This design comes from an exercise in tuning for small area, a short achievable clock period and few clock cycles per item on the open sky130 flow, not from production work.
Function was not checked in any run shown here: the RTL went through the layout flow alone.
Power and IR drop assume default switching activity.

==> flow/design.v <==
package mvm_accum_pkg;
    localparam int unsigned DEF_VP   = 3;
    localparam int unsigned DEF_EP   = 3;
    localparam int unsigned DEF_WI_X = 4;
    localparam int unsigned DEF_WF_X = 12;
    localparam int unsigned DEF_WI_W = 4;
    localparam int unsigned DEF_WF_W = 12;
    localparam int unsigned DEF_WI_O = 4;
    localparam int unsigned DEF_WF_O = 12;
endpackage
module mvm_lane (
    input  logic        clk,
    input  logic        acc_b,    
    input  logic        first_b,  
    input  logic [7:0]  eneg,     
    input  logic [7:0]  eone,     
    input  logic [7:0]  etwo,     
    input  logic [15:0] w_in,     
    input  logic        o_load,   
    output logic [15:0] data,
    output logic        ovf
);
    localparam logic [32:0] K = 33'h100010800;   
    logic        first, v;
    logic [7:0]  bneg, bone, btwo;
    logic [15:0] w;
    always_ff @(posedge clk) begin
        v     <= acc_b;
        first <= first_b;
        bneg  <= eneg & {8{acc_b}};
        bone  <= eone & {8{acc_b}};
        btwo  <= etwo & {8{acc_b}};
        w     <= w_in;
    end
    logic [32:0] acc_s, acc_c;
    logic [32:0] as_i, ac_i;
    logic [32:0] ns, nc;
    assign as_i = first ? K : acc_s;
    assign ac_i = first ? 33'd0 : acc_c;
    wire [16:0] pp0;
    wire [16:0] pp1;
    wire [16:0] pp2;
    wire [16:0] pp3;
    wire [16:0] pp4;
    wire [16:0] pp5;
    wire [16:0] pp6;
    wire [16:0] pp7;
    wire [16:0] m0 = ({17{bone[0]}} & {w[15], w}) | ({17{btwo[0]}} & {w, 1'b0});
    assign pp0 = {v & ~(m0[16] ^ bneg[0]), m0[15:0] ^ {16{bneg[0]}}};
    wire [16:0] m1 = ({17{bone[1]}} & {w[15], w}) | ({17{btwo[1]}} & {w, 1'b0});
    assign pp1 = {v & ~(m1[16] ^ bneg[1]), m1[15:0] ^ {16{bneg[1]}}};
    wire [16:0] m2 = ({17{bone[2]}} & {w[15], w}) | ({17{btwo[2]}} & {w, 1'b0});
    assign pp2 = {v & ~(m2[16] ^ bneg[2]), m2[15:0] ^ {16{bneg[2]}}};
    wire [16:0] m3 = ({17{bone[3]}} & {w[15], w}) | ({17{btwo[3]}} & {w, 1'b0});
    assign pp3 = {v & ~(m3[16] ^ bneg[3]), m3[15:0] ^ {16{bneg[3]}}};
    wire [16:0] m4 = ({17{bone[4]}} & {w[15], w}) | ({17{btwo[4]}} & {w, 1'b0});
    assign pp4 = {v & ~(m4[16] ^ bneg[4]), m4[15:0] ^ {16{bneg[4]}}};
    wire [16:0] m5 = ({17{bone[5]}} & {w[15], w}) | ({17{btwo[5]}} & {w, 1'b0});
    assign pp5 = {v & ~(m5[16] ^ bneg[5]), m5[15:0] ^ {16{bneg[5]}}};
    wire [16:0] m6 = ({17{bone[6]}} & {w[15], w}) | ({17{btwo[6]}} & {w, 1'b0});
    assign pp6 = {v & ~(m6[16] ^ bneg[6]), m6[15:0] ^ {16{bneg[6]}}};
    wire [16:0] m7 = ({17{bone[7]}} & {w[15], w}) | ({17{btwo[7]}} & {w, 1'b0});
    assign pp7 = {v & ~(m7[16] ^ bneg[7]), m7[15:0] ^ {16{bneg[7]}}};
    wire h0s, h0c;
    mvm_ha u_h0 (.a(bneg[6]), .b(as_i[12]), .s(h0s), .co(h0c));
    wire h1s, h1c;
    mvm_ha u_h1 (.a(as_i[13]), .b(ac_i[13]), .s(h1s), .co(h1c));
    wire t2s, t2c;
    mvm_fa u_t2 (.a(bneg[7]), .b(as_i[14]), .c(ac_i[14]), .s(t2s), .co(t2c));
    wire h3s, h3c;
    mvm_ha u_h3 (.a(pp0[14]), .b(pp1[12]), .s(h3s), .co(h3c));
    wire t4s, t4c;
    mvm_fa u_t4 (.a(as_i[15]), .b(ac_i[15]), .c(pp0[15]), .s(t4s), .co(t4c));
    wire h5s, h5c;
    mvm_ha u_h5 (.a(pp1[13]), .b(pp2[11]), .s(h5s), .co(h5c));
    wire t6s, t6c;
    mvm_fa u_t6 (.a(as_i[16]), .b(ac_i[16]), .c(pp0[16]), .s(t6s), .co(t6c));
    wire h7s, h7c;
    mvm_ha u_h7 (.a(pp1[14]), .b(pp2[12]), .s(h7s), .co(h7c));
    wire t8s, t8c;
    mvm_fa u_t8 (.a(as_i[17]), .b(ac_i[17]), .c(pp1[15]), .s(t8s), .co(t8c));
    wire h9s, h9c;
    mvm_ha u_h9 (.a(as_i[18]), .b(ac_i[18]), .s(h9s), .co(h9c));
    wire h10s, h10c;
    mvm_ha u_h10 (.a(bneg[3]), .b(as_i[6]), .s(h10s), .co(h10c));
    wire h11s, h11c;
    mvm_ha u_h11 (.a(as_i[7]), .b(ac_i[7]), .s(h11s), .co(h11c));
    wire t12s, t12c;
    mvm_fa u_t12 (.a(bneg[4]), .b(as_i[8]), .c(ac_i[8]), .s(t12s), .co(t12c));
    wire h13s, h13c;
    mvm_ha u_h13 (.a(pp0[8]), .b(pp1[6]), .s(h13s), .co(h13c));
    wire t14s, t14c;
    mvm_fa u_t14 (.a(as_i[9]), .b(ac_i[9]), .c(pp0[9]), .s(t14s), .co(t14c));
    wire h15s, h15c;
    mvm_ha u_h15 (.a(pp1[7]), .b(pp2[5]), .s(h15s), .co(h15c));
    wire t16s, t16c;
    mvm_fa u_t16 (.a(bneg[5]), .b(as_i[10]), .c(ac_i[10]), .s(t16s), .co(t16c));
    wire t17s, t17c;
    mvm_fa u_t17 (.a(pp0[10]), .b(pp1[8]), .c(pp2[6]), .s(t17s), .co(t17c));
    wire h18s, h18c;
    mvm_ha u_h18 (.a(pp3[4]), .b(pp4[2]), .s(h18s), .co(h18c));
    wire t19s, t19c;
    mvm_fa u_t19 (.a(as_i[11]), .b(ac_i[11]), .c(pp0[11]), .s(t19s), .co(t19c));
    wire t20s, t20c;
    mvm_fa u_t20 (.a(pp1[9]), .b(pp2[7]), .c(pp3[5]), .s(t20s), .co(t20c));
    wire h21s, h21c;
    mvm_ha u_h21 (.a(pp4[3]), .b(pp5[1]), .s(h21s), .co(h21c));
    wire t22s, t22c;
    mvm_fa u_t22 (.a(ac_i[12]), .b(pp0[12]), .c(pp1[10]), .s(t22s), .co(t22c));
    wire t23s, t23c;
    mvm_fa u_t23 (.a(pp2[8]), .b(pp3[6]), .c(pp4[4]), .s(t23s), .co(t23c));
    wire t24s, t24c;
    mvm_fa u_t24 (.a(pp5[2]), .b(pp6[0]), .c(h0s), .s(t24s), .co(t24c));
    wire t25s, t25c;
    mvm_fa u_t25 (.a(pp0[13]), .b(pp1[11]), .c(pp2[9]), .s(t25s), .co(t25c));
    wire t26s, t26c;
    mvm_fa u_t26 (.a(pp3[7]), .b(pp4[5]), .c(pp5[3]), .s(t26s), .co(t26c));
    wire t27s, t27c;
    mvm_fa u_t27 (.a(pp6[1]), .b(h0c), .c(h1s), .s(t27s), .co(t27c));
    wire t28s, t28c;
    mvm_fa u_t28 (.a(pp2[10]), .b(pp3[8]), .c(pp4[6]), .s(t28s), .co(t28c));
    wire t29s, t29c;
    mvm_fa u_t29 (.a(pp5[4]), .b(pp6[2]), .c(pp7[0]), .s(t29s), .co(t29c));
    wire t30s, t30c;
    mvm_fa u_t30 (.a(h1c), .b(t2s), .c(h3s), .s(t30s), .co(t30c));
    wire t31s, t31c;
    mvm_fa u_t31 (.a(pp3[9]), .b(pp4[7]), .c(pp5[5]), .s(t31s), .co(t31c));
    wire t32s, t32c;
    mvm_fa u_t32 (.a(pp6[3]), .b(pp7[1]), .c(h3c), .s(t32s), .co(t32c));
    wire t33s, t33c;
    mvm_fa u_t33 (.a(h5s), .b(t4s), .c(t2c), .s(t33s), .co(t33c));
    wire t34s, t34c;
    mvm_fa u_t34 (.a(pp3[10]), .b(pp4[8]), .c(pp5[6]), .s(t34s), .co(t34c));
    wire t35s, t35c;
    mvm_ffa u_t35 (.a(pp6[4]), .b(pp7[2]), .c(h5c), .s(t35s), .co(t35c));
    wire t36s, t36c;
    mvm_ffa u_t36 (.a(h7s), .b(t6s), .c(t4c), .s(t36s), .co(t36c));
    wire t37s, t37c;
    mvm_fa u_t37 (.a(pp2[13]), .b(pp3[11]), .c(pp4[9]), .s(t37s), .co(t37c));
    wire t38s, t38c;
    mvm_fa u_t38 (.a(pp5[7]), .b(pp6[5]), .c(pp7[3]), .s(t38s), .co(t38c));
    wire t39s, t39c;
    mvm_ffa u_t39 (.a(h7c), .b(t8s), .c(t6c), .s(t39s), .co(t39c));
    wire t40s, t40c;
    mvm_fa u_t40 (.a(pp1[16]), .b(pp2[14]), .c(pp3[12]), .s(t40s), .co(t40c));
    wire t41s, t41c;
    mvm_fa u_t41 (.a(pp4[10]), .b(pp5[8]), .c(pp6[6]), .s(t41s), .co(t41c));
    wire t42s, t42c;
    mvm_fa u_t42 (.a(pp7[4]), .b(h9s), .c(t8c), .s(t42s), .co(t42c));
    wire t43s, t43c;
    mvm_fa u_t43 (.a(as_i[19]), .b(ac_i[19]), .c(pp2[15]), .s(t43s), .co(t43c));
    wire t44s, t44c;
    mvm_fa u_t44 (.a(pp3[13]), .b(pp4[11]), .c(pp5[9]), .s(t44s), .co(t44c));
    wire t45s, t45c;
    mvm_fa u_t45 (.a(pp6[7]), .b(pp7[5]), .c(h9c), .s(t45s), .co(t45c));
    wire t46s, t46c;
    mvm_fa u_t46 (.a(as_i[20]), .b(ac_i[20]), .c(pp2[16]), .s(t46s), .co(t46c));
    wire t47s, t47c;
    mvm_fa u_t47 (.a(pp3[14]), .b(pp4[12]), .c(pp5[10]), .s(t47s), .co(t47c));
    wire h48s, h48c;
    mvm_ha u_h48 (.a(pp6[8]), .b(pp7[6]), .s(h48s), .co(h48c));
    wire t49s, t49c;
    mvm_fa u_t49 (.a(as_i[21]), .b(ac_i[21]), .c(pp3[15]), .s(t49s), .co(t49c));
    wire t50s, t50c;
    mvm_fa u_t50 (.a(pp4[13]), .b(pp5[11]), .c(pp6[9]), .s(t50s), .co(t50c));
    wire t51s, t51c;
    mvm_fa u_t51 (.a(as_i[22]), .b(ac_i[22]), .c(pp3[16]), .s(t51s), .co(t51c));
    wire h52s, h52c;
    mvm_ha u_h52 (.a(pp4[14]), .b(pp5[12]), .s(h52s), .co(h52c));
    wire t53s, t53c;
    mvm_fa u_t53 (.a(as_i[23]), .b(ac_i[23]), .c(pp4[15]), .s(t53s), .co(t53c));
    wire h54s, h54c;
    mvm_ha u_h54 (.a(as_i[24]), .b(ac_i[24]), .s(h54s), .co(h54c));
    wire h55s, h55c;
    mvm_ha u_h55 (.a(bneg[1]), .b(as_i[2]), .s(h55s), .co(h55c));
    wire h56s, h56c;
    mvm_ha u_h56 (.a(as_i[3]), .b(ac_i[3]), .s(h56s), .co(h56c));
    wire t57s, t57c;
    mvm_fa u_t57 (.a(bneg[2]), .b(as_i[4]), .c(ac_i[4]), .s(t57s), .co(t57c));
    wire h58s, h58c;
    mvm_ha u_h58 (.a(pp0[4]), .b(pp1[2]), .s(h58s), .co(h58c));
    wire t59s, t59c;
    mvm_fa u_t59 (.a(as_i[5]), .b(ac_i[5]), .c(pp0[5]), .s(t59s), .co(t59c));
    wire h60s, h60c;
    mvm_ha u_h60 (.a(pp1[3]), .b(pp2[1]), .s(h60s), .co(h60c));
    wire t61s, t61c;
    mvm_fa u_t61 (.a(ac_i[6]), .b(pp0[6]), .c(pp1[4]), .s(t61s), .co(t61c));
    wire t62s, t62c;
    mvm_fa u_t62 (.a(pp2[2]), .b(pp3[0]), .c(h10s), .s(t62s), .co(t62c));
    wire t63s, t63c;
    mvm_fa u_t63 (.a(pp0[7]), .b(pp1[5]), .c(pp2[3]), .s(t63s), .co(t63c));
    wire t64s, t64c;
    mvm_fa u_t64 (.a(pp3[1]), .b(h10c), .c(h11s), .s(t64s), .co(t64c));
    wire t65s, t65c;
    mvm_fa u_t65 (.a(pp2[4]), .b(pp3[2]), .c(pp4[0]), .s(t65s), .co(t65c));
    wire t66s, t66c;
    mvm_fa u_t66 (.a(h11c), .b(t12s), .c(h13s), .s(t66s), .co(t66c));
    wire t67s, t67c;
    mvm_fa u_t67 (.a(pp3[3]), .b(pp4[1]), .c(h13c), .s(t67s), .co(t67c));
    wire t68s, t68c;
    mvm_fa u_t68 (.a(h15s), .b(t14s), .c(t12c), .s(t68s), .co(t68c));
    wire t69s, t69c;
    mvm_fa u_t69 (.a(pp5[0]), .b(h15c), .c(t16s), .s(t69s), .co(t69c));
    wire t70s, t70c;
    mvm_fa u_t70 (.a(h18s), .b(t17s), .c(t14c), .s(t70s), .co(t70c));
    wire t71s, t71c;
    mvm_fa u_t71 (.a(h18c), .b(h21s), .c(t19s), .s(t71s), .co(t71c));
    wire t72s, t72c;
    mvm_fa u_t72 (.a(t16c), .b(t20s), .c(t17c), .s(t72s), .co(t72c));
    wire t73s, t73c;
    mvm_fa u_t73 (.a(h21c), .b(t22s), .c(t23s), .s(t73s), .co(t73c));
    wire t74s, t74c;
    mvm_fa u_t74 (.a(t19c), .b(t20c), .c(t24s), .s(t74s), .co(t74c));
    wire t75s, t75c;
    mvm_fa u_t75 (.a(t25s), .b(t26s), .c(t22c), .s(t75s), .co(t75c));
    wire t76s, t76c;
    mvm_fa u_t76 (.a(t23c), .b(t27s), .c(t24c), .s(t76s), .co(t76c));
    wire t77s, t77c;
    mvm_fa u_t77 (.a(t28s), .b(t29s), .c(t25c), .s(t77s), .co(t77c));
    wire t78s, t78c;
    mvm_ffa u_t78 (.a(t26c), .b(t27c), .c(t30s), .s(t78s), .co(t78c));
    wire t79s, t79c;
    mvm_fa u_t79 (.a(t31s), .b(t28c), .c(t29c), .s(t79s), .co(t79c));
    wire t80s, t80c;
    mvm_ffa u_t80 (.a(t32s), .b(t33s), .c(t30c), .s(t80s), .co(t80c));
    wire t81s, t81c;
    mvm_fa u_t81 (.a(t34s), .b(t31c), .c(t35s), .s(t81s), .co(t81c));
    wire t82s, t82c;
    mvm_ffa u_t82 (.a(t32c), .b(t36s), .c(t33c), .s(t82s), .co(t82c));
    wire t83s, t83c;
    mvm_fa u_t83 (.a(t37s), .b(t38s), .c(t34c), .s(t83s), .co(t83c));
    wire t84s, t84c;
    mvm_ffa u_t84 (.a(t35c), .b(t39s), .c(t36c), .s(t84s), .co(t84c));
    wire t85s, t85c;
    mvm_fa u_t85 (.a(t40s), .b(t41s), .c(t37c), .s(t85s), .co(t85c));
    wire t86s, t86c;
    mvm_ffa u_t86 (.a(t38c), .b(t42s), .c(t39c), .s(t86s), .co(t86c));
    wire t87s, t87c;
    mvm_fa u_t87 (.a(t43s), .b(t44s), .c(t40c), .s(t87s), .co(t87c));
    wire t88s, t88c;
    mvm_ffa u_t88 (.a(t41c), .b(t45s), .c(t42c), .s(t88s), .co(t88c));
    wire t89s, t89c;
    mvm_fa u_t89 (.a(h48s), .b(t46s), .c(t47s), .s(t89s), .co(t89c));
    wire t90s, t90c;
    mvm_fa u_t90 (.a(t43c), .b(t44c), .c(t45c), .s(t90s), .co(t90c));
    wire t91s, t91c;
    mvm_fa u_t91 (.a(pp7[7]), .b(h48c), .c(t49s), .s(t91s), .co(t91c));
    wire t92s, t92c;
    mvm_fa u_t92 (.a(t50s), .b(t46c), .c(t47c), .s(t92s), .co(t92c));
    wire t93s, t93c;
    mvm_fa u_t93 (.a(pp6[10]), .b(pp7[8]), .c(h52s), .s(t93s), .co(t93c));
    wire t94s, t94c;
    mvm_fa u_t94 (.a(t51s), .b(t49c), .c(t50c), .s(t94s), .co(t94c));
    wire t95s, t95c;
    mvm_fa u_t95 (.a(pp5[13]), .b(pp6[11]), .c(pp7[9]), .s(t95s), .co(t95c));
    wire t96s, t96c;
    mvm_fa u_t96 (.a(h52c), .b(t53s), .c(t51c), .s(t96s), .co(t96c));
    wire t97s, t97c;
    mvm_fa u_t97 (.a(pp4[16]), .b(pp5[14]), .c(pp6[12]), .s(t97s), .co(t97c));
    wire t98s, t98c;
    mvm_fa u_t98 (.a(pp7[10]), .b(h54s), .c(t53c), .s(t98s), .co(t98c));
    wire t99s, t99c;
    mvm_fa u_t99 (.a(as_i[25]), .b(ac_i[25]), .c(pp5[15]), .s(t99s), .co(t99c));
    wire t100s, t100c;
    mvm_fa u_t100 (.a(pp6[13]), .b(pp7[11]), .c(h54c), .s(t100s), .co(t100c));
    wire t101s, t101c;
    mvm_fa u_t101 (.a(as_i[26]), .b(ac_i[26]), .c(pp5[16]), .s(t101s), .co(t101c));
    wire h102s, h102c;
    mvm_ha u_h102 (.a(pp6[14]), .b(pp7[12]), .s(h102s), .co(h102c));
    wire t103s, t103c;
    mvm_fa u_t103 (.a(as_i[27]), .b(ac_i[27]), .c(pp6[15]), .s(t103s), .co(t103c));
    wire h104s, h104c;
    mvm_ha u_h104 (.a(as_i[28]), .b(ac_i[28]), .s(h104s), .co(h104c));
    wire h105s, h105c;
    mvm_ha u_h105 (.a(bneg[0]), .b(as_i[0]), .s(h105s), .co(h105c));
    wire h106s, h106c;
    mvm_ha u_h106 (.a(as_i[1]), .b(ac_i[1]), .s(h106s), .co(h106c));
    wire t107s, t107c;
    mvm_fa u_t107 (.a(ac_i[2]), .b(pp0[2]), .c(pp1[0]), .s(t107s), .co(t107c));
    wire t108s, t108c;
    mvm_fa u_t108 (.a(pp0[3]), .b(pp1[1]), .c(h55c), .s(t108s), .co(t108c));
    wire t109s, t109c;
    mvm_fa u_t109 (.a(pp2[0]), .b(h56c), .c(t57s), .s(t109s), .co(t109c));
    wire t110s, t110c;
    mvm_fa u_t110 (.a(h58c), .b(h60s), .c(t59s), .s(t110s), .co(t110c));
    wire t111s, t111c;
    mvm_fa u_t111 (.a(h60c), .b(t61s), .c(t59c), .s(t111s), .co(t111c));
    wire t112s, t112c;
    mvm_fa u_t112 (.a(t63s), .b(t61c), .c(t64s), .s(t112s), .co(t112c));
    wire t113s, t113c;
    mvm_fa u_t113 (.a(t65s), .b(t63c), .c(t64c), .s(t113s), .co(t113c));
    wire t114s, t114c;
    mvm_fa u_t114 (.a(t65c), .b(t67s), .c(t68s), .s(t114s), .co(t114c));
    wire t115s, t115c;
    mvm_fa u_t115 (.a(t69s), .b(t67c), .c(t68c), .s(t115s), .co(t115c));
    wire t116s, t116c;
    mvm_fa u_t116 (.a(t71s), .b(t69c), .c(t72s), .s(t116s), .co(t116c));
    wire t117s, t117c;
    mvm_ffa u_t117 (.a(t71c), .b(t73s), .c(t74s), .s(t117s), .co(t117c));
    wire t118s, t118c;
    mvm_ffa u_t118 (.a(t75s), .b(t73c), .c(t74c), .s(t118s), .co(t118c));
    wire t119s, t119c;
    mvm_ffa u_t119 (.a(t77s), .b(t75c), .c(t78s), .s(t119s), .co(t119c));
    wire t120s, t120c;
    mvm_ffa u_t120 (.a(t79s), .b(t77c), .c(t80s), .s(t120s), .co(t120c));
    wire t121s, t121c;
    mvm_ffa u_t121 (.a(t81s), .b(t79c), .c(t82s), .s(t121s), .co(t121c));
    wire t122s, t122c;
    mvm_ffa u_t122 (.a(t83s), .b(t81c), .c(t84s), .s(t122s), .co(t122c));
    wire t123s, t123c;
    mvm_ffa u_t123 (.a(t85s), .b(t83c), .c(t86s), .s(t123s), .co(t123c));
    wire t124s, t124c;
    mvm_ffa u_t124 (.a(t87s), .b(t85c), .c(t88s), .s(t124s), .co(t124c));
    wire t125s, t125c;
    mvm_ffa u_t125 (.a(t89s), .b(t87c), .c(t90s), .s(t125s), .co(t125c));
    wire t126s, t126c;
    mvm_fa u_t126 (.a(t91s), .b(t92s), .c(t89c), .s(t126s), .co(t126c));
    wire t127s, t127c;
    mvm_fa u_t127 (.a(t93s), .b(t91c), .c(t94s), .s(t127s), .co(t127c));
    wire t128s, t128c;
    mvm_fa u_t128 (.a(t95s), .b(t96s), .c(t93c), .s(t128s), .co(t128c));
    wire t129s, t129c;
    mvm_fa u_t129 (.a(t97s), .b(t95c), .c(t98s), .s(t129s), .co(t129c));
    wire t130s, t130c;
    mvm_fa u_t130 (.a(t99s), .b(t97c), .c(t100s), .s(t130s), .co(t130c));
    wire t131s, t131c;
    mvm_fa u_t131 (.a(h102s), .b(t101s), .c(t99c), .s(t131s), .co(t131c));
    wire t132s, t132c;
    mvm_fa u_t132 (.a(pp7[13]), .b(h102c), .c(t103s), .s(t132s), .co(t132c));
    wire t133s, t133c;
    mvm_fa u_t133 (.a(pp6[16]), .b(pp7[14]), .c(h104s), .s(t133s), .co(t133c));
    wire t134s, t134c;
    mvm_fa u_t134 (.a(as_i[29]), .b(ac_i[29]), .c(pp7[15]), .s(t134s), .co(t134c));
    wire h135s, h135c;
    mvm_ha u_h135 (.a(as_i[30]), .b(ac_i[30]), .s(h135s), .co(h135c));
    wire h136s, h136c;
    mvm_ha u_h136 (.a(ac_i[0]), .b(pp0[0]), .s(h136s), .co(h136c));
    wire t137s, t137c;
    mvm_fa u_t137 (.a(pp0[1]), .b(h105c), .c(h106s), .s(t137s), .co(t137c));
    wire t138s, t138c;
    mvm_fa u_t138 (.a(h106c), .b(h55s), .c(t107s), .s(t138s), .co(t138c));
    wire t139s, t139c;
    mvm_fa u_t139 (.a(h56s), .b(t107c), .c(t108s), .s(t139s), .co(t139c));
    wire t140s, t140c;
    mvm_fa u_t140 (.a(h58s), .b(t108c), .c(t109s), .s(t140s), .co(t140c));
    wire t141s, t141c;
    mvm_fa u_t141 (.a(t57c), .b(t110s), .c(t109c), .s(t141s), .co(t141c));
    wire t142s, t142c;
    mvm_fa u_t142 (.a(t62s), .b(t110c), .c(t111s), .s(t142s), .co(t142c));
    wire t143s, t143c;
    mvm_fa u_t143 (.a(t62c), .b(t112s), .c(t111c), .s(t143s), .co(t143c));
    wire t144s, t144c;
    mvm_fa u_t144 (.a(t66s), .b(t113s), .c(t112c), .s(t144s), .co(t144c));
    wire t145s, t145c;
    mvm_fa u_t145 (.a(t66c), .b(t114s), .c(t113c), .s(t145s), .co(t145c));
    wire t146s, t146c;
    mvm_ffa u_t146 (.a(t70s), .b(t115s), .c(t114c), .s(t146s), .co(t146c));
    wire t147s, t147c;
    mvm_ffa u_t147 (.a(t70c), .b(t116s), .c(t115c), .s(t147s), .co(t147c));
    wire t148s, t148c;
    mvm_ffa u_t148 (.a(t72c), .b(t117s), .c(t116c), .s(t148s), .co(t148c));
    wire t149s, t149c;
    mvm_ffa u_t149 (.a(t76s), .b(t118s), .c(t117c), .s(t149s), .co(t149c));
    wire t150s, t150c;
    mvm_ffa u_t150 (.a(t76c), .b(t119s), .c(t118c), .s(t150s), .co(t150c));
    wire t151s, t151c;
    mvm_ffa u_t151 (.a(t78c), .b(t120s), .c(t119c), .s(t151s), .co(t151c));
    wire t152s, t152c;
    mvm_ffa u_t152 (.a(t80c), .b(t121s), .c(t120c), .s(t152s), .co(t152c));
    wire t153s, t153c;
    mvm_ffa u_t153 (.a(t82c), .b(t122s), .c(t121c), .s(t153s), .co(t153c));
    wire t154s, t154c;
    mvm_ffa u_t154 (.a(t84c), .b(t123s), .c(t122c), .s(t154s), .co(t154c));
    wire t155s, t155c;
    mvm_ffa u_t155 (.a(t86c), .b(t124s), .c(t123c), .s(t155s), .co(t155c));
    wire t156s, t156c;
    mvm_ffa u_t156 (.a(t125s), .b(t88c), .c(t124c), .s(t156s), .co(t156c));
    wire t157s, t157c;
    mvm_ffa u_t157 (.a(t90c), .b(t126s), .c(t125c), .s(t157s), .co(t157c));
    wire t158s, t158c;
    mvm_ffa u_t158 (.a(t92c), .b(t127s), .c(t126c), .s(t158s), .co(t158c));
    wire t159s, t159c;
    mvm_ffa u_t159 (.a(t94c), .b(t128s), .c(t127c), .s(t159s), .co(t159c));
    wire t160s, t160c;
    mvm_ffa u_t160 (.a(t96c), .b(t129s), .c(t128c), .s(t160s), .co(t160c));
    wire t161s, t161c;
    mvm_ffa u_t161 (.a(t130s), .b(t98c), .c(t129c), .s(t161s), .co(t161c));
    wire t162s, t162c;
    mvm_fa u_t162 (.a(t100c), .b(t131s), .c(t130c), .s(t162s), .co(t162c));
    wire t163s, t163c;
    mvm_fa u_t163 (.a(t101c), .b(t132s), .c(t131c), .s(t163s), .co(t163c));
    wire t164s, t164c;
    mvm_fa u_t164 (.a(t103c), .b(t133s), .c(t132c), .s(t164s), .co(t164c));
    wire t165s, t165c;
    mvm_fa u_t165 (.a(h104c), .b(t134s), .c(t133c), .s(t165s), .co(t165c));
    wire t166s, t166c;
    mvm_fa u_t166 (.a(pp7[16]), .b(h135s), .c(t134c), .s(t166s), .co(t166c));
    wire t167s, t167c;
    mvm_fa u_t167 (.a(as_i[31]), .b(ac_i[31]), .c(h135c), .s(t167s), .co(t167c));
    wire h168s, h168c;
    mvm_ha u_h168 (.a(as_i[32]), .b(ac_i[32]), .s(h168s), .co(h168c));
    assign ns[0] = h136s;
    assign ns[1] = h136c;
    assign ns[2] = t137c;
    assign ns[3] = t138c;
    assign ns[4] = t139c;
    assign ns[5] = t140c;
    assign ns[6] = t141c;
    assign ns[7] = t142c;
    assign ns[8] = t143c;
    assign ns[9] = t144c;
    assign ns[10] = t145c;
    assign ns[11] = t146c;
    assign ns[12] = t147c;
    assign ns[13] = t148c;
    assign ns[14] = t149c;
    assign ns[15] = t150c;
    assign ns[16] = t151c;
    assign ns[17] = t152c;
    assign ns[18] = t153c;
    assign ns[19] = t154c;
    assign ns[20] = t155c;
    assign ns[21] = t156c;
    assign ns[22] = t157c;
    assign ns[23] = t158c;
    assign ns[24] = t159c;
    assign ns[25] = t160c;
    assign ns[26] = t161c;
    assign ns[27] = t162c;
    assign ns[28] = t163c;
    assign ns[29] = t164c;
    assign ns[30] = t165c;
    assign ns[31] = t166c;
    assign ns[32] = t167c;
    assign nc[0] = h105s;
    assign nc[1] = t137s;
    assign nc[2] = t138s;
    assign nc[3] = t139s;
    assign nc[4] = t140s;
    assign nc[5] = t141s;
    assign nc[6] = t142s;
    assign nc[7] = t143s;
    assign nc[8] = t144s;
    assign nc[9] = t145s;
    assign nc[10] = t146s;
    assign nc[11] = t147s;
    assign nc[12] = t148s;
    assign nc[13] = t149s;
    assign nc[14] = t150s;
    assign nc[15] = t151s;
    assign nc[16] = t152s;
    assign nc[17] = t153s;
    assign nc[18] = t154s;
    assign nc[19] = t155s;
    assign nc[20] = t156s;
    assign nc[21] = t157s;
    assign nc[22] = t158s;
    assign nc[23] = t159s;
    assign nc[24] = t160s;
    assign nc[25] = t161s;
    assign nc[26] = t162s;
    assign nc[27] = t163s;
    assign nc[28] = t164s;
    assign nc[29] = t165s;
    assign nc[30] = t166s;
    assign nc[31] = t167s;
    assign nc[32] = h168s;
    wire [26:0] g, p;
    mvm_ha u_gp0 (.a(acc_s[0]), .b(acc_c[0]), .s(p[0]), .co(g[0]));
    mvm_ha u_gp1 (.a(acc_s[1]), .b(acc_c[1]), .s(p[1]), .co(g[1]));
    mvm_ha u_gp2 (.a(acc_s[2]), .b(acc_c[2]), .s(p[2]), .co(g[2]));
    mvm_ha u_gp3 (.a(acc_s[3]), .b(acc_c[3]), .s(p[3]), .co(g[3]));
    mvm_ha u_gp4 (.a(acc_s[4]), .b(acc_c[4]), .s(p[4]), .co(g[4]));
    mvm_ha u_gp5 (.a(acc_s[5]), .b(acc_c[5]), .s(p[5]), .co(g[5]));
    mvm_ha u_gp6 (.a(acc_s[6]), .b(acc_c[6]), .s(p[6]), .co(g[6]));
    mvm_ha u_gp7 (.a(acc_s[7]), .b(acc_c[7]), .s(p[7]), .co(g[7]));
    mvm_ha u_gp8 (.a(acc_s[8]), .b(acc_c[8]), .s(p[8]), .co(g[8]));
    mvm_ha u_gp9 (.a(acc_s[9]), .b(acc_c[9]), .s(p[9]), .co(g[9]));
    mvm_ha u_gp10 (.a(acc_s[10]), .b(acc_c[10]), .s(p[10]), .co(g[10]));
    mvm_ha u_gp11 (.a(acc_s[11]), .b(acc_c[11]), .s(p[11]), .co(g[11]));
    mvm_ha u_gp12 (.a(acc_s[12]), .b(acc_c[12]), .s(p[12]), .co(g[12]));
    mvm_ha u_gp13 (.a(acc_s[13]), .b(acc_c[13]), .s(p[13]), .co(g[13]));
    mvm_ha u_gp14 (.a(acc_s[14]), .b(acc_c[14]), .s(p[14]), .co(g[14]));
    mvm_ha u_gp15 (.a(acc_s[15]), .b(acc_c[15]), .s(p[15]), .co(g[15]));
    mvm_ha u_gp16 (.a(acc_s[16]), .b(acc_c[16]), .s(p[16]), .co(g[16]));
    mvm_ha u_gp17 (.a(acc_s[17]), .b(acc_c[17]), .s(p[17]), .co(g[17]));
    mvm_ha u_gp18 (.a(acc_s[18]), .b(acc_c[18]), .s(p[18]), .co(g[18]));
    mvm_ha u_gp19 (.a(acc_s[19]), .b(acc_c[19]), .s(p[19]), .co(g[19]));
    mvm_ha u_gp20 (.a(acc_s[20]), .b(acc_c[20]), .s(p[20]), .co(g[20]));
    mvm_ha u_gp21 (.a(acc_s[21]), .b(acc_c[21]), .s(p[21]), .co(g[21]));
    mvm_ha u_gp22 (.a(acc_s[22]), .b(acc_c[22]), .s(p[22]), .co(g[22]));
    mvm_ha u_gp23 (.a(acc_s[23]), .b(acc_c[23]), .s(p[23]), .co(g[23]));
    mvm_ha u_gp24 (.a(acc_s[24]), .b(acc_c[24]), .s(p[24]), .co(g[24]));
    mvm_ha u_gp25 (.a(acc_s[25]), .b(acc_c[25]), .s(p[25]), .co(g[25]));
    mvm_ha u_gp26 (.a(acc_s[26]), .b(acc_c[26]), .s(p[26]), .co(g[26]));
    wire G_1_0;
    mvm_g u_G_1_0 (.gh(g[1]), .ph(p[1]), .gl(g[0]), .g(G_1_0));
    wire G_3_2, P_3_2;
    mvm_gp u_G_3_2 (.gh(g[3]), .ph(p[3]), .gl(g[2]), .pl(p[2]), .g(G_3_2), .p(P_3_2));
    wire G_5_4, P_5_4;
    mvm_gp u_G_5_4 (.gh(g[5]), .ph(p[5]), .gl(g[4]), .pl(p[4]), .g(G_5_4), .p(P_5_4));
    wire G_8_7, P_8_7;
    mvm_gp u_G_8_7 (.gh(g[8]), .ph(p[8]), .gl(g[7]), .pl(p[7]), .g(G_8_7), .p(P_8_7));
    wire G_10_9, P_10_9;
    mvm_gp u_G_10_9 (.gh(g[10]), .ph(p[10]), .gl(g[9]), .pl(p[9]), .g(G_10_9), .p(P_10_9));
    wire G_12_11, P_12_11;
    mvm_gp u_G_12_11 (.gh(g[12]), .ph(p[12]), .gl(g[11]), .pl(p[11]), .g(G_12_11), .p(P_12_11));
    wire G_15_14, P_15_14;
    mvm_gp u_G_15_14 (.gh(g[15]), .ph(p[15]), .gl(g[14]), .pl(p[14]), .g(G_15_14), .p(P_15_14));
    wire G_17_16, P_17_16;
    mvm_gp u_G_17_16 (.gh(g[17]), .ph(p[17]), .gl(g[16]), .pl(p[16]), .g(G_17_16), .p(P_17_16));
    wire G_19_18, P_19_18;
    mvm_gp u_G_19_18 (.gh(g[19]), .ph(p[19]), .gl(g[18]), .pl(p[18]), .g(G_19_18), .p(P_19_18));
    wire G_22_21, P_22_21;
    mvm_gp u_G_22_21 (.gh(g[22]), .ph(p[22]), .gl(g[21]), .pl(p[21]), .g(G_22_21), .p(P_22_21));
    wire G_25_24, P_25_24;
    mvm_gp u_G_25_24 (.gh(g[25]), .ph(p[25]), .gl(g[24]), .pl(p[24]), .g(G_25_24), .p(P_25_24));
    wire G_6_4, P_6_4;
    mvm_gp u_G_6_4 (.gh(g[6]), .ph(p[6]), .gl(G_5_4), .pl(P_5_4), .g(G_6_4), .p(P_6_4));
    wire G_13_11, P_13_11;
    mvm_gp u_G_13_11 (.gh(g[13]), .ph(p[13]), .gl(G_12_11), .pl(P_12_11), .g(G_13_11), .p(P_13_11));
    wire G_16_14, P_16_14;
    mvm_gp u_G_16_14 (.gh(g[16]), .ph(p[16]), .gl(G_15_14), .pl(P_15_14), .g(G_16_14), .p(P_16_14));
    wire G_20_18, P_20_18;
    mvm_gp u_G_20_18 (.gh(g[20]), .ph(p[20]), .gl(G_19_18), .pl(P_19_18), .g(G_20_18), .p(P_20_18));
    wire G_23_21, P_23_21;
    mvm_gp u_G_23_21 (.gh(g[23]), .ph(p[23]), .gl(G_22_21), .pl(P_22_21), .g(G_23_21), .p(P_23_21));
    wire G_26_24, P_26_24;
    mvm_gp u_G_26_24 (.gh(g[26]), .ph(p[26]), .gl(G_25_24), .pl(P_25_24), .g(G_26_24), .p(P_26_24));
    wire G_3_0;
    mvm_g u_G_3_0 (.gh(G_3_2), .ph(P_3_2), .gl(G_1_0), .g(G_3_0));
    wire G_10_7, P_10_7;
    mvm_gp u_G_10_7 (.gh(G_10_9), .ph(P_10_9), .gl(G_8_7), .pl(P_8_7), .g(G_10_7), .p(P_10_7));
    wire G_17_14, P_17_14;
    mvm_gp u_G_17_14 (.gh(G_17_16), .ph(P_17_16), .gl(G_15_14), .pl(P_15_14), .g(G_17_14), .p(P_17_14));
    wire G_24_21, P_24_21;
    mvm_gp u_G_24_21 (.gh(g[24]), .ph(p[24]), .gl(G_23_21), .pl(P_23_21), .g(G_24_21), .p(P_24_21));
    wire G_11_7, P_11_7;
    mvm_gp u_G_11_7 (.gh(g[11]), .ph(p[11]), .gl(G_10_7), .pl(P_10_7), .g(G_11_7), .p(P_11_7));
    wire G_18_14, P_18_14;
    mvm_gp u_G_18_14 (.gh(g[18]), .ph(p[18]), .gl(G_17_14), .pl(P_17_14), .g(G_18_14), .p(P_18_14));
    wire G_25_21, P_25_21;
    mvm_gp u_G_25_21 (.gh(G_25_24), .ph(P_25_24), .gl(G_23_21), .pl(P_23_21), .g(G_25_21), .p(P_25_21));
    wire G_12_7, P_12_7;
    mvm_gp u_G_12_7 (.gh(G_12_11), .ph(P_12_11), .gl(G_10_7), .pl(P_10_7), .g(G_12_7), .p(P_12_7));
    wire G_19_14, P_19_14;
    mvm_gp u_G_19_14 (.gh(G_19_18), .ph(P_19_18), .gl(G_17_14), .pl(P_17_14), .g(G_19_14), .p(P_19_14));
    wire G_26_21, P_26_21;
    mvm_gp u_G_26_21 (.gh(G_26_24), .ph(P_26_24), .gl(G_23_21), .pl(P_23_21), .g(G_26_21), .p(P_26_21));
    wire G_6_0;
    mvm_g u_G_6_0 (.gh(G_6_4), .ph(P_6_4), .gl(G_3_0), .g(G_6_0));
    wire G_13_7, P_13_7;
    mvm_gp u_G_13_7 (.gh(G_13_11), .ph(P_13_11), .gl(G_10_7), .pl(P_10_7), .g(G_13_7), .p(P_13_7));
    wire G_20_14, P_20_14;
    mvm_gp u_G_20_14 (.gh(G_20_18), .ph(P_20_18), .gl(G_17_14), .pl(P_17_14), .g(G_20_14), .p(P_20_14));
    wire G_21_14, P_21_14;
    mvm_gp u_G_21_14 (.gh(g[21]), .ph(p[21]), .gl(G_20_14), .pl(P_20_14), .g(G_21_14), .p(P_21_14));
    wire G_22_14, P_22_14;
    mvm_gp u_G_22_14 (.gh(G_22_21), .ph(P_22_21), .gl(G_20_14), .pl(P_20_14), .g(G_22_14), .p(P_22_14));
    wire G_23_14, P_23_14;
    mvm_gp u_G_23_14 (.gh(G_23_21), .ph(P_23_21), .gl(G_20_14), .pl(P_20_14), .g(G_23_14), .p(P_23_14));
    wire G_24_14, P_24_14;
    mvm_gp u_G_24_14 (.gh(G_24_21), .ph(P_24_21), .gl(G_20_14), .pl(P_20_14), .g(G_24_14), .p(P_24_14));
    wire G_11_0;
    mvm_g u_G_11_0 (.gh(G_11_7), .ph(P_11_7), .gl(G_6_0), .g(G_11_0));
    wire G_25_14, P_25_14;
    mvm_gp u_G_25_14 (.gh(G_25_21), .ph(P_25_21), .gl(G_20_14), .pl(P_20_14), .g(G_25_14), .p(P_25_14));
    wire G_12_0;
    mvm_g u_G_12_0 (.gh(G_12_7), .ph(P_12_7), .gl(G_6_0), .g(G_12_0));
    wire G_26_14, P_26_14;
    mvm_gp u_G_26_14 (.gh(G_26_21), .ph(P_26_21), .gl(G_20_14), .pl(P_20_14), .g(G_26_14), .p(P_26_14));
    wire G_13_0;
    mvm_g u_G_13_0 (.gh(G_13_7), .ph(P_13_7), .gl(G_6_0), .g(G_13_0));
    wire G_14_0;
    mvm_g u_G_14_0 (.gh(g[14]), .ph(p[14]), .gl(G_13_0), .g(G_14_0));
    wire G_15_0;
    mvm_g u_G_15_0 (.gh(G_15_14), .ph(P_15_14), .gl(G_13_0), .g(G_15_0));
    wire G_16_0;
    mvm_g u_G_16_0 (.gh(G_16_14), .ph(P_16_14), .gl(G_13_0), .g(G_16_0));
    wire G_17_0;
    mvm_g u_G_17_0 (.gh(G_17_14), .ph(P_17_14), .gl(G_13_0), .g(G_17_0));
    wire G_18_0;
    mvm_g u_G_18_0 (.gh(G_18_14), .ph(P_18_14), .gl(G_13_0), .g(G_18_0));
    wire G_19_0;
    mvm_g u_G_19_0 (.gh(G_19_14), .ph(P_19_14), .gl(G_13_0), .g(G_19_0));
    wire G_20_0;
    mvm_g u_G_20_0 (.gh(G_20_14), .ph(P_20_14), .gl(G_13_0), .g(G_20_0));
    wire G_21_0;
    mvm_g u_G_21_0 (.gh(G_21_14), .ph(P_21_14), .gl(G_13_0), .g(G_21_0));
    wire G_22_0;
    mvm_g u_G_22_0 (.gh(G_22_14), .ph(P_22_14), .gl(G_13_0), .g(G_22_0));
    wire G_23_0;
    mvm_g u_G_23_0 (.gh(G_23_14), .ph(P_23_14), .gl(G_13_0), .g(G_23_0));
    wire G_24_0;
    mvm_g u_G_24_0 (.gh(G_24_14), .ph(P_24_14), .gl(G_13_0), .g(G_24_0));
    wire G_25_0;
    mvm_g u_G_25_0 (.gh(G_25_14), .ph(P_25_14), .gl(G_13_0), .g(G_25_0));
    wire G_26_0;
    mvm_g u_G_26_0 (.gh(G_26_14), .ph(P_26_14), .gl(G_13_0), .g(G_26_0));
    wire [27:12] cy;    
    assign cy[12] = G_11_0;
    assign cy[13] = G_12_0;
    assign cy[14] = G_13_0;
    assign cy[15] = G_14_0;
    assign cy[16] = G_15_0;
    assign cy[17] = G_16_0;
    assign cy[18] = G_17_0;
    assign cy[19] = G_18_0;
    assign cy[20] = G_19_0;
    assign cy[21] = G_20_0;
    assign cy[22] = G_21_0;
    assign cy[23] = G_22_0;
    assign cy[24] = G_23_0;
    assign cy[25] = G_24_0;
    assign cy[26] = G_25_0;
    assign cy[27] = G_26_0;
    wire [27:12] tot;
    assign tot[26:12] = p[26:12] ^ cy[26:12];
    wire inr0, inr1, sg0, sg1, t27_0, t27_1;
    mvm_top u_top (.s(acc_s[32:27]), .c(acc_c[32:27]), .inr0(inr0), .inr1(inr1),
                   .sg0(sg0), .sg1(sg1), .t0(t27_0), .t1(t27_1));
    wire inr = cy[27] ? inr1 : inr0;    
    wire sg  = cy[27] ? sg1 : sg0;      
    assign tot[27] = cy[27] ? t27_1 : t27_0;
    always_ff @(posedge clk) begin
        acc_s <= ns;
        acc_c <= nc;
        if (o_load) begin
            data <= inr ? tot[27:12] : (sg ? 16'h8000 : 16'h7fff);
            ovf  <= ~inr;
        end
    end
endmodule
module mvm_fa (input logic a, b, c, output logic s, co);
    assign s  = a ^ b ^ c;
    assign co = (a & b) | (a & c) | (b & c);
endmodule
module mvm_ffa (input logic a, b, c, output logic s, co);
    logic p;
    mvm_xor2 u_p (.a(a), .b(b), .y(p));
    mvm_xor2 u_s (.a(p), .b(c), .y(s));
    mvm_maj3 u_c (.a(a), .b(b), .c(c), .y(co));
endmodule
module mvm_xor2 (input logic a, b, output logic y);
    assign y = a ^ b;
endmodule
module mvm_maj3 (input logic a, b, c, output logic y);
    assign y = (a & b) | (a & c) | (b & c);
endmodule
module mvm_gp (input logic gh, ph, gl, pl, output logic g, p);
    assign g = gh | (ph & gl);
    assign p = ph & pl;
endmodule
module mvm_g (input logic gh, ph, gl, output logic g);
    assign g = gh | (ph & gl);
endmodule
module mvm_top (input logic [5:0] s, c, output logic inr0, inr1, sg0, sg1, t0, t1);
    wire [5:0] u0 = s + c;
    wire [5:0] u1 = s + c + 6'd1;
    assign inr0 = (u0 == 6'd0) || (u0 == 6'd63);
    assign inr1 = (u1 == 6'd0) || (u1 == 6'd63);
    assign sg0 = u0[5];
    assign sg1 = u1[5];
    assign t0 = u0[0];
    assign t1 = u1[0];
endmodule
module mvm_ha (input logic a, b, output logic s, co);
    assign s  = a ^ b;
    assign co = a & b;
endmodule
module mvm_accum (
    input  logic        clk,
    input  logic        rst,
    input  logic        clr,
    input  logic        s_valid,
    output logic        s_ready,
    input  logic [15:0] s_x,
    input  logic [47:0] s_w,
    output logic        m_valid,
    input  logic        m_ready,
    output logic [47:0] m_data,
    output logic [2:0]  m_ovf
);
    logic [1:0] bc;           
    logic       iv;           
    logic       ilast;        
    logic       afull;        
    logic       s_busy;       
    assign s_ready = ~s_busy;
    wire acc_b  = s_valid & s_ready & ~clr;
    wire o_load = afull & ~m_valid;
    wire [1:0] bc_n    = clr ? 2'd0 : acc_b ? ((bc == 2'd2) ? 2'd0 : bc + 2'd1) : bc;
    wire       afull_n = ~clr & ((iv & ilast) | (afull & ~o_load));
    wire       mval_n  = ~clr & (o_load | (m_valid & ~m_ready));
    wire [16:0] xe = {s_x, 1'b0};
    logic [7:0] eneg, eone, etwo;
    always_comb begin
        for (int i = 0; i < 8; i++) begin
            eneg[i] = xe[2*i+2] & ~(xe[2*i+1] & xe[2*i]);
            eone[i] = xe[2*i+1] ^ xe[2*i];
            etwo[i] = (xe[2*i+2] & ~xe[2*i+1] & ~xe[2*i]) | (~xe[2*i+2] & xe[2*i+1] & xe[2*i]);
        end
    end
    always_ff @(posedge clk or posedge rst) begin
        if (rst) begin
            bc      <= 2'd0;
            iv      <= 1'b0;
            ilast   <= 1'b0;
            afull   <= 1'b0;
            m_valid <= 1'b0;
            s_busy  <= 1'b0;
        end else begin
            bc      <= bc_n;
            iv      <= acc_b;
            ilast   <= acc_b & (bc == 2'd2);
            afull   <= afull_n;
            m_valid <= mval_n;
            s_busy  <= (bc_n == 2'd0) & (mval_n | afull_n);
        end
    end
    for (genvar l = 0; l < 3; l++) begin : g_lane
        mvm_lane u_lane (
            .clk    (clk),
            .acc_b  (acc_b),
            .first_b(acc_b & (bc == 2'd0)),
            .eneg   (eneg),
            .eone   (eone),
            .etwo   (etwo),
            .w_in   (s_w[(2-l)*16 +: 16]),
            .o_load (o_load),
            .data   (m_data[(2-l)*16 +: 16]),
            .ovf    (m_ovf[l])
        );
    end
endmodule
==> flow/flow/run.sh <==
#!/bin/bash
set -euo pipefail
mapfile -t KNOBS < <(grep -v '^\s*\(#\|$\)' flow/knobs.txt)
bash standard.sh "${KNOBS[@]}" finish > orfs_make.log 2>&1
==> flow/flow/knobs.txt <==
SETUP_SLACK_MARGIN=5.8
MATCH_CELL_FOOTPRINT=0
BUFFER_PORTS_ARGS=-buffer_cell sky130_fd_sc_hd__buf_2
==> flow/standard.sh <==
#!/bin/bash
# synth_recipe.tcl (not shown) runs the flow's synth.tcl, then flattens the netlist and writes it again
# the make line also repeats each setting of config.mk as NAME=value (left out here)
make -C /OpenROAD-flow-scripts/flow DESIGN_CONFIG=/design/flow/config.mk WORK_HOME=/design/flow/orfs CLKGATE_MAP_FILE= SYNTH_SCRIPT=/design/flow/synth_recipe.tcl "${@:-finish}"
==> flow/config.mk <==
export PLATFORM = sky130hd
export DESIGN_NAME = mvm_accum
export DESIGN_NICKNAME = mvm_accum
export VERILOG_FILES = /design/flow/design.v
export SDC_FILE = /design/flow/constraint.sdc
export NUM_CORES = 4
export LEC_CHECK = 0
export CAP_MARGIN = 20
export CORE_MARGIN = 2
export CORE_UTILIZATION = 40
export SLEW_MARGIN = 20
export SYNTH_HIERARCHICAL = 1
==> flow/constraint.sdc <==
create_clock -name core_clock -period 9.0 [get_ports {clk}]
set_input_delay 1.8000 -clock core_clock [delete_from_list [all_inputs] [get_ports {clk}]]
set_output_delay 1.8000 -clock core_clock [all_outputs]
set_load 0.01 [all_outputs]
==> results.txt, run 1 <==
Outcome
The run finished with no timing, DRC or antenna violations.

Critical path
The critical path start-end classification is reg -> reg. STA classifies the critical path endpoint as a flip-flop. At the worst endpoint, the arrival time is 3.52 ns. STA classifies the critical path startpoint as a flip-flop. Of all nets on the critical path, the largest fanout is 19. The endpoint required time on the critical path is 9.47 ns.

Global route
The pin count of the biggest net entering global routing is 76. The via count of the first global-routing pass was 23400. The number of antenna violations at the first check in global routing is 7.

For this run, the total global-route usage over all layers was measured as 19.7%. The first global-routing pass estimated roughly 130 mm of wire. The final global-route overflow total is 0.

Final layout
Relative to the synthesized area, the layout overhead comes to 9.18%. The net count of the finished layout is 3612. The fill cell instance count of the final layout is between 7000 and 8000.

The number of antenna diodes in the final layout is 0. In the final layout, the share of cells above drive strength 1 is 17.2%.

CTS
The total of hold buffers inserted after clock tree synthesis is 0. After clock tree synthesis, the clock-pin slew on the worst setup and hold paths is 0.06 ns. The clock passes through at most 3 buffers.

The clock insertion delay at the later pin of the skew report is about 0.60 ns. The TritonCTS clock tree is done. The H-tree generated during clock tree synthesis spans 2 levels.

CTS saw 382 sinks. CTS placed an instance of sky130_fd_sc_hd__clkbuf_16 at the clock tree root. TritonCTS created 48 clock buffers.

Route
The count of routing violations after the opening detailed-route iteration is 1541. The total wirelength of the detailed-routed design is 83.8 mm. The number of antenna-violating nets in the routed design is 0. The overall via count from detail_route is 22300. For this run, design rule violations remaining after detail routing come to 0. Dividing the detail-routed via count by the number of cells gives roughly 5.4. The iteration count of the initial detailed-routing pass is 6.

After detailed routing, the average wire length per cell comes to 20.3 um.

Logic synthesis
In the post-synthesis netlist, the biggest area contributors are sky130_fd_sc_hd__fa_1, sky130_fd_sc_hd__dfxtp_1, sky130_fd_sc_hd__xnor2_1, sky130_fd_sc_hd__a22oi_1, sky130_fd_sc_hd__ha_1. The number of synthesis warnings is 8. The top cell type by total area after synthesis is sky130_fd_sc_hd__fa_1. Summing every instance area after synthesis gives 0.0333 mm2. In the synthesized netlist, the number of instances is 3080. For this run, the leading register cell type out of synthesis is sky130_fd_sc_hd__dfxtp_1. The number of flops mapped to enable cells by yosys is 51. After synthesis, flip-flops and latches occupy 24.6% of the total area.

After synthesis, the netlist uses 45 different library cells. After synthesis, the share of flip-flops with an asynchronous set or reset is 1.83%. Counting every net in the synthesized netlist gives roughly 3700.

In this run the biggest area consumer among cell types represents 19.8% of the synthesized area. The flop and latch count out of synthesis is 382. A synthesized cell averages between 10 and 15 um2.

Floorplanning
The starting utilization of the core area is ~40%. The die span in x is 292 um. The placement row count is 105.

The area enclosed by the die boundary is approximately 0.086 mm2. The die is between 200 and 300 um tall. The top-level port count is 122.

The area of the core region is 0.0822 mm2.

Min path
The class of the worst hold path is reg -> reg.

Power and ir drop
The power per standard cell area is 320 mW/mm2. For this design the static power due to leakage is ~16 nW. IR analysis of the VDD net gives a maximum drop of ~250 uV. The completed layout was analyzed and its total power is 0.0116 W.

Place
The number of input and output port buffers inserted is 121. Detailed placement ended at an HPWL of 59.6 mm. The global placer's final weighted congestion is 0.814.

Timing
The transition time at the pin with the least slew margin is 0.804 ns. Summed over all failing endpoints, the final setup total negative slack is 0 ns. The relative slew slack is between 40% and 50%. The final cycle utilization of the critical path is around a third.

The highest clock frequency the design can meet is 327 MHz. Setup violations remaining at the end of the flow were counted as 0. The final count of hold timing violations is 0. The clock arrives with 0.0358 ns of skew.

Setup repair after global routing could not meet its margin everywhere. The routed design could run at a clock period as short as about 3.1 ns. The count of pins over their slew limit was 0.

Flow run
Max-cap violations in this run came to 0.
[placed cells by master, fill, tap and decap left out, drive strengths merged]
cell	synthesis	layout
nor4b	1	1
nand2b	34	34
fa	330	330
and4	3	3
mux2	4	4
or2	9	9
edfxtp	51	51
nor2b	198	198
ha	181	181
xor2	216	216
nor4	1	1
a211oi	4	4
xnor2	435	435
o22a	1	1
a21oi	7	7
dfrtp	7	7
nand3	3	3
inv	14	17
clkbuf	127	62
o21bai	3	3
nor2	21	21
bufinv	0	5
clkinv	0	14
nand4	3	3
dfxtp	324	324
nand2	51	51
mux2i	31	31
and2	171	171
or3	6	6
or3b	4	4
o211ai	45	45
maj3	102	102
o211a	3	3
nand3b	6	6
clkinvlp	0	4
a22oi	361	361
buf	133	159
o21ai	34	34
a21o	156	156
[kinds of logic after synthesis]
| logic type | count (synthesis) | synth area share (%) |
|---|---|---|
| mux | 35 | 1.10 |
| xor+xnor | 651 | 17.2 |
| simple gates | 511 | 9.17 |
| fa+ha+maj | 613 | 30.1 |
| buf+inv | 274 | 3.70 |
| flops | 382 | 24.6 |
| compound gates | 614 | 14.1 |
[critical path: stages (launching register included)]
cell and delay [ns]:
sky130_fd_sc_hd__dfxtp_2 0.73, sky130_fd_sc_hd__nand2_1 0.11, sky130_fd_sc_hd__mux2i_1 0.26, sky130_fd_sc_hd__fa_1 0.49
sky130_fd_sc_hd__fa_1 0.57, sky130_fd_sc_hd__fa_1 0.45, sky130_fd_sc_hd__xor2_1 0.19, sky130_fd_sc_hd__xor2_1 0.14
[stage by stage]
stage                     instance area (um2)  worst slack (ns)  cells  util (%)  hold WS, ns
final                                   36300              5.95   4137      44.2        0.534
after global routing                    36300              5.76   4137      44.2        0.546
after floorplan                         33300              5.81   3080         -        0.450
after CTS                               36000              5.74   4121      43.8        0.533
after global placement                  34300              5.46   4036      41.7        0.508
after detailed placement                34300              5.41   4036      41.7        0.524
[cell type report]
type / count / area, um2 / share of cell area (%)
Clock inverter: 26 / 278 / 0.764
Inverter: 14 / 52.6 / 0.145
Tap cell: 1070 / 1340 / 3.68
Multi-Input combinational cell: 2424 / 23900 / 65.9
Clock buffer: 59 / 1340 / 3.67
Timing Repair Buffer: 162 / 1010 / 2.78
Sequential cell: 382 / 8390 / 23.1
[path summary, 6_finish.rpt]
path	cells past startpoint	end	startpoint	slack [ns]
max in group asynchronous	2	bc[1]	rst	7.66
worst max register to register	7	g_lane[0].u_lane.acc_c[22]	g_lane[0].u_lane.bneg[3]	5.95
worst max-delay path	7	g_lane[0].u_lane.acc_c[22]	g_lane[0].u_lane.bneg[3]	5.95
worst min-delay path	1	ilast	bc[0]	0.53
min in group asynchronous	2	s_busy	rst	1.14
worst min register to register	1	ilast	bc[0]	0.53
[Yosys stat by module, one instance, submodules excluded, a selection]
module / flip-flops and latches / times used
mvm_lane: 125 / 3
mvm_accum: 7 / 1
mvm_top: 0 / 3
mvm_fa: 0 / 327
mvm_gp: 0 / 99
mvm_ha: 0 / 159
mvm_maj3: 0 / 102
mvm_xor2: 0 / 204
mvm_g: 0 / 57
[state kept, by name (all words and copies together), names as in the netlist]
signal               count
afull                    1
g_lane.u_lane.btwo      24
g_lane.u_lane.data      48
m_valid                  1
ilast                    1
bc                       2
s_busy                   1
g_lane.u_lane.bone      24
iv                       1
g_lane.u_lane.first      3
g_lane.u_lane.bneg      24
g_lane.u_lane.acc_c     99
g_lane.u_lane.ovf        3
g_lane.u_lane.acc_s     99
g_lane.u_lane.v          3
g_lane.u_lane.w         48
[cells in the mapped netlist, drive strengths merged, types with 6 or more instances]
cell type,instances
xnor2,435
a22oi,361
fa,330
dfxtp,324
xor2,216
nor2b,198
ha,181
and2,171
a21o,156
buf,133
clkbuf,127
maj3,102
edfxtp,51
nand2,51
o211ai,45
nand2b,34
o21ai,34
mux2i,31
nor2,21
inv,14
or2,9
a21oi,7
dfrtp,7
nand3b,6
or3,6
[repair_timing]
action,4_1_cts,5_1_grt
resized for setup,80,79
cloned,0,3
hold endpoints to repair,0,0
buffers inserted,0,13
endpoints found under the setup margin,130,112
pin swaps,0,16
[where the power goes]
| group | switching [W] | total, W | leakage [nW] | internal, W |
|---|---|---|---|---|
| Sequential | 0.000365 | 0.00272 | 3.28 | 0.00236 |
| Combinational | 0.00356 | 0.00693 | 11.9 | 0.00337 |
| Clock | 0.000796 | 0.00199 | 0.797 | 0.00119 |
[metal layers]
layer | global-route usage (%) | wire length (um) | vias to the layer above
met4 | 5.54 | 1920 | 12
met2 | 31.2 | 37900 | 575
met3 | 3.75 | 5160 | 118
met1 | 27.4 | 38700 | 11200
met5 | 0 | 81 | -
li1 | - | - | 10400
==> run 2, diff against run 1 <==
==> flow/flow/knobs.txt (replaced) <==
SETUP_SLACK_MARGIN=6.1
MATCH_CELL_FOOTPRINT=0
BUFFER_PORTS_ARGS=-buffer_cell sky130_fd_sc_hd__buf_2
==> run 2 against run 1 <==
Compared with the run above: still clean on timing, DRC and antenna; clock skew rose by 0.013 ns; die area did not move; sequential share of layout area fell by 1.1 points; routed wire length rose by 7.3%; combinational power rose by 8.8%; setup slack improved by 0.095 ns; count of clock-buffer cells in the layout rose by 7; clock power rose by 3%; critical path depth rose by 2; utilization rose by 3.3 points; worst hold slack got worse by 0.0067 ns; fmax rose by 3.2%; largest power group unchanged.
==> results.txt, run 2 <==
Critical path
The data arrival time of the critical path is 3.50 ns. The worst register-to-register path has a setup slack of 6.04 ns. STA classifies the critical path endpoint as a flip-flop. At the worst endpoint, the required time is 9.54 ns. The startpoint identified for the worst register-to-register timing path is g_lane[2].u_lane.w[10]. The worst register-to-register path has a depth of 9. The origin of the worst setup path is g_lane[2].u_lane.w[10]. The category of the worst setup path launch point is a flip-flop. The most critical setup path has its endpoint at g_lane[2].u_lane.acc_c[16]. The endpoint identified for the worst register-to-register timing path is g_lane[2].u_lane.acc_c[16]. The critical path is of the reg -> reg type.

The worst-path maximum fanout is 6.

Place
The global placer's final weighted congestion is 0.828. Once detailed placement completed, the half-perimeter wirelength came to roughly 60 mm. The placed cell count is 4042. The number of input and output port buffers inserted is 121. The cell area after placement is approximately 0.034 mm2. At the placement stage, the worst setup path has a slack of 5.65 ns.

Power and ir drop
The total leakage power is 17.2 nW. Power spread over the standard cell area amounts to roughly 310 mW/mm2. The maximum ir drop on the vdd rail is 174 uV.

CTS
The total of hold buffers inserted after clock tree synthesis is 0. The later pin in the worst-skew pair is clocked with a latency of ~0.62 ns. The TritonCTS sink count is 382. The clock passes through at most 3 buffers. Clock-pin slew was measured on the worst setup and hold paths at 0.06 ns. CTS built an H-tree with a depth of 2.

The root cell of the clock tree is sky130_fd_sc_hd__clkbuf_16. The number of buffers created by CTS is 48. TritonCTS built the clock tree.

Timing
Setup repair after global routing could not meet its margin everywhere. The highest clock frequency the design can meet is 338 MHz. The final count of hold timing violations came to 0. After routing, the total negative slack on setup checks comes to 0 ns.

The minimum period implied by the final worst setup slack is 2.96 ns. After layout, the worst setup slack is about 6.0 ns. The worst pin sits at a relative slew slack of a little over two fifths. The count of pins over their slew limit is 0. The final critical path takes up 32.9% of the cycle. The worst hold margin is approximately 0.53 ns. The worst clock skew is 0.0486 ns. The number of endpoints failing setup at the final stage is 0. For the pin with the worst max-slew slack, the measured transition is between 0.8 and 0.9 ns.

Route
After detailed routing, the number of vias per cell comes to 5.39. The number of antenna-violating nets in the routed design is 0. Before antenna repair, the detailed router went through 6 iterations. Summed over all layers, the routed wires come to around 90 mm. The count of routing violations after the opening detailed-route iteration is 1732. After detailed routing, the average wire length per cell comes to 20.7 um.

The overall via count from detail_route is 23400. In the routed design, unresolved DRC markers number 0.

Outcome
The run finished with no timing, DRC or antenna violations.

Global route
Global routing used 20.3% of the available tracks across all layers. The first global-routing pass estimated roughly 140 mm of wire. Entering global routing, the biggest net connects slightly below 80 pins. The number of antenna violations at the first check in global routing is 8. The total overflow left after global routing is 0. The via count of the first global-routing pass is 23500.

Logic synthesis
Synthesis instantiated 45 different standard cells from the library. The most common flop cell mapped by yosys is sky130_fd_sc_hd__dfxtp_1. The flop and latch count out of synthesis is approximately 380. The most common cell in the synthesized netlist is sky130_fd_sc_hd__xnor2_1. The number of cells produced by synthesis is 3080. The net count after synthesis is around 3700. The number of flops mapped to enable cells by yosys is 51.

For this run, the number of Yosys warnings is 8. The synthesized area per cell is 10.8 um2. Ranked by total cell area, the synthesized netlist is headed by sky130_fd_sc_hd__fa_1, sky130_fd_sc_hd__dfxtp_1, sky130_fd_sc_hd__xnor2_1, sky130_fd_sc_hd__a22oi_1, sky130_fd_sc_hd__ha_1.

By count the netlist is led by sky130_fd_sc_hd__xnor2_1, sky130_fd_sc_hd__a22oi_1, sky130_fd_sc_hd__fa_1. The sequential fraction of the synthesis area is 24.6%. Counting flops with an async set or reset pin after synthesis yields a share of 1.83%. Of the post-synthesis cell area, the dominant cell type holds 19.8%.

The mapped netlist covers 0.0333 mm2. sky130_fd_sc_hd__fa_1 takes more of the synthesized area than any other cell.

Final layout
The most common cell after layout, fill and taps aside is sky130_fd_sc_hd__xnor2_1. In the layout the commonest cells are sky130_fd_sc_hd__xnor2_1, sky130_fd_sc_hd__fa_1, sky130_fd_sc_hd__a22oi_1. The fill cell instance count of the final layout is 7538.

After routing the design area is 0.0391 mm2. The largest registers in the layout are g_lane.u_lane.acc_c x99, g_lane.u_lane.acc_s x99. The fraction of layout cells with a size suffix above 1 is ~25%. The final cell count without fillers is 4349.

At the end of the flow, the number of nets in the layout was 3817. Compared with the post-synthesis result, the final layout area differs by 17.3%.

Floorplanning
The area enclosed by the die boundary is 0.0855 mm2. Row generation in the floorplan step produced 105 rows. The top-level port count is 122. The area of the core region is 0.0822 mm2. From left edge to right edge, the die measures around 300 um. Once the floorplan was initialized, standard cells occupied 40.5% of the core.

The vertical extent of the die is 292 um.

Min path
The class of the worst hold path is reg -> reg.

Flow run
Max-cap violations in this run came to 0.
-- run 2: logic make-up after synthesis --
logic type      synth area share (%)
flops                           24.6
fa+ha+maj                       30.1
compound gates                  14.1
mux                             1.10
xor+xnor                        17.2
simple gates                    9.17
buf+inv                         3.70
-- run 2: what timing repair did --
action | CTS | global route
cloned | 8 | 4
endpoints found under the hold margin | 0 | 0
gates resized for setup | 211 | 184
setup endpoints to repair | 212 | 174
buffers inserted | 36 | 167
pin swaps | 32 | 191
-- run 2: per-module statistics from Yosys, one instance, submodules excluded, a selection --
| module | cells | times used |
|---|---|---|
| mvm_maj3 | 1 | 102 |
| mvm_lane | 624 | 3 |
| mvm_top | 32 | 3 |
| mvm_fa | 1 | 327 |
| mvm_accum | 65 | 1 |
| mvm_ha | 1 | 159 |
| mvm_g | 1 | 57 |
-- run 2: worst min-delay path by stage --
stage / start / endpoint / slack [ns] / cells after the start
floorplan: g_lane[0].u_lane.bneg[0] / g_lane[0].u_lane.acc_c[0] / 0.45 / 1
global placement: bc[0] / ilast / 0.52 / 1
detailed placement: bc[0] / ilast / 0.52 / 1
CTS: bc[0] / ilast / 0.53 / 1
global route: bc[0] / ilast / 0.55 / 1
finish: bc[0] / ilast / 0.53 / 1
-- run 2: cell type report --
type	count	area, um2	share of cell area, %
Clock inverter	20	219	0.561
Inverter	14	52.6	0.135
Tap cell	1070	1340	3.43
Antenna cell	6	15.0	0.0384
Sequential cell	382	8580	22.0
Multi-Input combinational cell	2430	24500	62.8
Timing Repair Buffer	361	2850	7.30
Clock buffer	66	1470	3.76
-- run 2: stage by stage --
step / total power, W / utilization [%]
after floorplan: 0.00838 / -
after global placement: 0.00956 / 41.7
after detailed placement: 0.00967 / 41.7
after CTS: 0.0119 / 44.9
after global routing: 0.0134 / 47.5
final: 0.0123 / 47.5
-- run 2: power breakdown --
part           switching (W)  total [W]  leakage, nW  internal (W)
registers           0.000346    0.00269         3.30       0.00235
logic                0.00377    0.00754         13.1       0.00377
clock network       0.000814    0.00204        0.825       0.00123
total                0.00493     0.0123         17.2       0.00735
-- run 2: routing by layer --
layer / up-vias / part of all wire [%] / track usage (%)
met4: 6 / 2.3 / 5.49
met3: 126 / 8.5 / 5.36
met2: 825 / 44 / 30.4
met5: - / 0.047 / 0
li1: 10900 / - / -
met1: 11600 / 45 / 28.9
-- run 2: critical path, cell delays in order (launching register included) --
cell and delay (ns):
sky130_fd_sc_hd__dfxtp_4 0.42, sky130_fd_sc_hd__buf_2 0.25, sky130_fd_sc_hd__a22oi_1 0.15, sky130_fd_sc_hd__xnor2_1 0.18
sky130_fd_sc_hd__fa_1 0.53, sky130_fd_sc_hd__fa_1 0.59, sky130_fd_sc_hd__xor2_1 0.18, sky130_fd_sc_hd__xor2_1 0.24
sky130_fd_sc_hd__xor2_1 0.21, sky130_fd_sc_hd__xor2_1 0.14

-- static timing again, ports no longer ideal --
How much do the figures lean on ideal ports? The routed layouts below were timed once more, with nothing changed but the port constraints.
Step 1 sets driving cells, clkbuf_16 on the clock port and buf_2 on the other inputs (assumed; they add their load-dependent delay and slew).
Step 2 adds t to the input delays and takes it off the output delays; t is the mean of the earliest and latest rising clock arrival at the registers after step 1. Input paths then give back, and output paths get back, about the clock's delay inside the block.
a / b / c = ideal ports / drivers / drivers and shift; a / b = the first two.
run | t, ns | slack for setup (ns) | worst hold slack (ns) | latest minus earliest clock arrival (ns)
run 1 | 0.641 | 5.946 / 5.936 / 5.946 | 0.534 / 0.534 / 0.534 | 0.045 / 0.045
run 2 | 0.654 | 6.042 / 5.991 / 6.010 | 0.527 / 0.527 / 0.527 | 0.051 / 0.052
After both steps every run listed still meets setup and hold. The setup slack of run 2, which loses most, moves by -0.051 ns with the drivers and by -0.032 ns with both steps.
